From an optimization exercise on the open Yosys and OpenROAD flow, aimed at small area, a short achievable clock period and few clock cycles per item; shortcuts taken in it are not production practice.
The RTL was checked by simulation tests, not by an equivalence proof against the original design.

## the previous run
==> flow/design.v (excerpt) <==
module trial_division_prime_factorizer_unit #(
	parameter int MAX_DIVISOR = 1048576
) (
	input  logic                         clk,
	input  logic                         arst_n,
	input  logic                         s_tvalid,
	output logic                         s_tready,
	input  logic [tdpf_pkg::NUM_W-1:0]   s_tdata,   
	output logic                         m_tvalid,
	input  logic                         m_tready,
	output logic [tdpf_pkg::TDATA_W-1:0] m_tdata,   
	output logic [tdpf_pkg::STATUS_W-1:0] m_tuser,  
	output logic                         m_tlast,
	input  logic                         cfg_valid,
	output logic                         cfg_ready,
	input  logic [tdpf_pkg::CFG_W-1:0]   cfg_data   
);
	localparam int K  = 4;                    
	localparam int W  = 20;                   
	localparam int WN = 10;                   
	localparam int M  = 7;                    
	localparam int NC = (64 + K - 1) / K;     
	localparam int CW = $clog2(NC);
	localparam int LI = (M > 1) ? $clog2(M) : 1;
	typedef enum logic [3:0] {
		S_IDLE, S_TWO, S_SEL, S_TEST, S_EVAL, S_WRITE, S_WB, S_OUT
	} state_t;
	state_t        state_q;
	logic [20:0]   cfg_q;
	logic [63:0]   p_q;         
	logic [6:0]    l_q;         
	logic [20:0]   lim_q;       
  ...
Settings: LEC_CHECK=0, CAP_MARGIN=20, CORE_MARGIN=2, CORE_UTILIZATION=55, SETUP_SLACK_MARGIN=1.2, SLEW_MARGIN=20; clock period 6.0 ns.
run.sh (not shown) runs the stock make flow with config.mk's settings and CLKGATE_MAP_FILE= SYNTH_SCRIPT=/design/flow/synth_recipe.tcl, a recipe that flattens the netlist after the stock synthesis.
Testbench counts of the previous run, summed over its fixed seeds: cycles 49,337, items 320.
Changes in the current run relative to the previous run:
--- a/flow/design.v
+++ b/flow/design.v
@@ -2572,15 +2572,15 @@
 	input  logic                         cfg_valid,
 	output logic                         cfg_ready,
 	input  logic [tdpf_pkg::CFG_W-1:0]   cfg_data   
 );
 	localparam int K  = 4;                    
 	localparam int W  = 20;                   
 	localparam int WN = 10;                   
-	localparam int M  = 7;                    
+	localparam int M  = 6;                    
 	localparam int NC = (64 + K - 1) / K;     
 	localparam int CW = $clog2(NC);
 	localparam int LI = (M > 1) ? $clog2(M) : 1;
 	typedef enum logic [3:0] {
 		S_IDLE, S_TWO, S_SEL, S_TEST, S_EVAL, S_WRITE, S_WB, S_OUT
 	} state_t;
 	state_t        state_q;
Notes after the runs:
Compared with the previous run, in the current run met2 demand-to-capacity share in global routing comparable, required time of the critical path fell 1.82 ns, critical path depth -3. Between the current run and the previous run, area after synthesis is higher for the previous run, the current run comes in under that. Going from the previous run to the current run, setup slack has increased, pin count of the biggest net entering global routing has decreased. The lower number of antenna violations at the first check in global routing came out of the current run.
Testbench counts of the current run, summed over its fixed seeds: cycles 52,381, items 320.

* * *

trial_division_prime_factorizer_unit, a different RTL version from the one above (not shown whole).
For scale: ~5,500 cells after synthesis, about 820 flip-flops, ~180 I/O pins.
clock: 6.0 ns
lec_check: 0
cap_margin: 20
core_margin: 2
core_utilization: 55
setup_slack_margin: 1.2
slew_margin: 20
Testbench counts at the start, summed over its fixed seeds: cycles 56,858, items 320.
==> next run, changes <==
--- a/flow/design.v
+++ b/flow/design.v
@@ -2571,17 +2571,17 @@
 	output logic                         m_tlast,
 	input  logic                         cfg_valid,
 	output logic                         cfg_ready,
 	input  logic [tdpf_pkg::CFG_W-1:0]   cfg_data   
 );
 	localparam int K  = 4;                    
 	localparam int W  = 20;                   
 	localparam int WN = 10;                   
-	localparam int M  = 5;                    
+	localparam int M  = 4;                    
 	localparam int NC = (64 + K - 1) / K;     
 	localparam int CW = $clog2(NC);
 	localparam int LI = (M > 1) ? $clog2(M) : 1;
 	typedef enum logic [3:0] {
 		S_IDLE, S_TWO, S_SEL, S_TEST, S_EVAL, S_WRITE, S_WB, S_OUT
 	} state_t;
 	state_t        state_q;
 	logic [20:0]   cfg_q;
Outcome: Final area drops by a little under a tenth; routed wire length drops by roughly a tenth; non-clock buffer count drops by 40.
Testbench counts after the change, summed over its fixed seeds: cycles 63,615, items 320.

## static timing again, ports no longer ideal
Ports are ideal in the flow. The routed layouts listed here were re-timed in OpenROAD.
Step 1: set_driving_cell puts a clkbuf_16 on clk and a buf_2 on each other input, an assumption about the parent block.
Step 2 moves the port delays by t, midway between the first and last clock arrival at a register: inputs arrive t later, outputs are due t later. That takes back most of the time a late clock gives input paths.
Three values: no drivers, after step 1, after step 2; two values: the first two.
run | t (ns) | setup slack, ns | worst slew at a driven data input, ns
the previous run | 0.783 | 1.051 / 1.038 / 1.051 | 0.04
the current run | 0.769 | 1.143 / 1.062 / 1.148 | 0.04
the first run of note 2 | 0.756 | 1.049 / 1.049 / 1.049 | 0.10
the second run of note 2 | 0.754 | 1.195 / 1.117 / 1.287 | 0.05
After both steps every run listed still meets setup and hold.
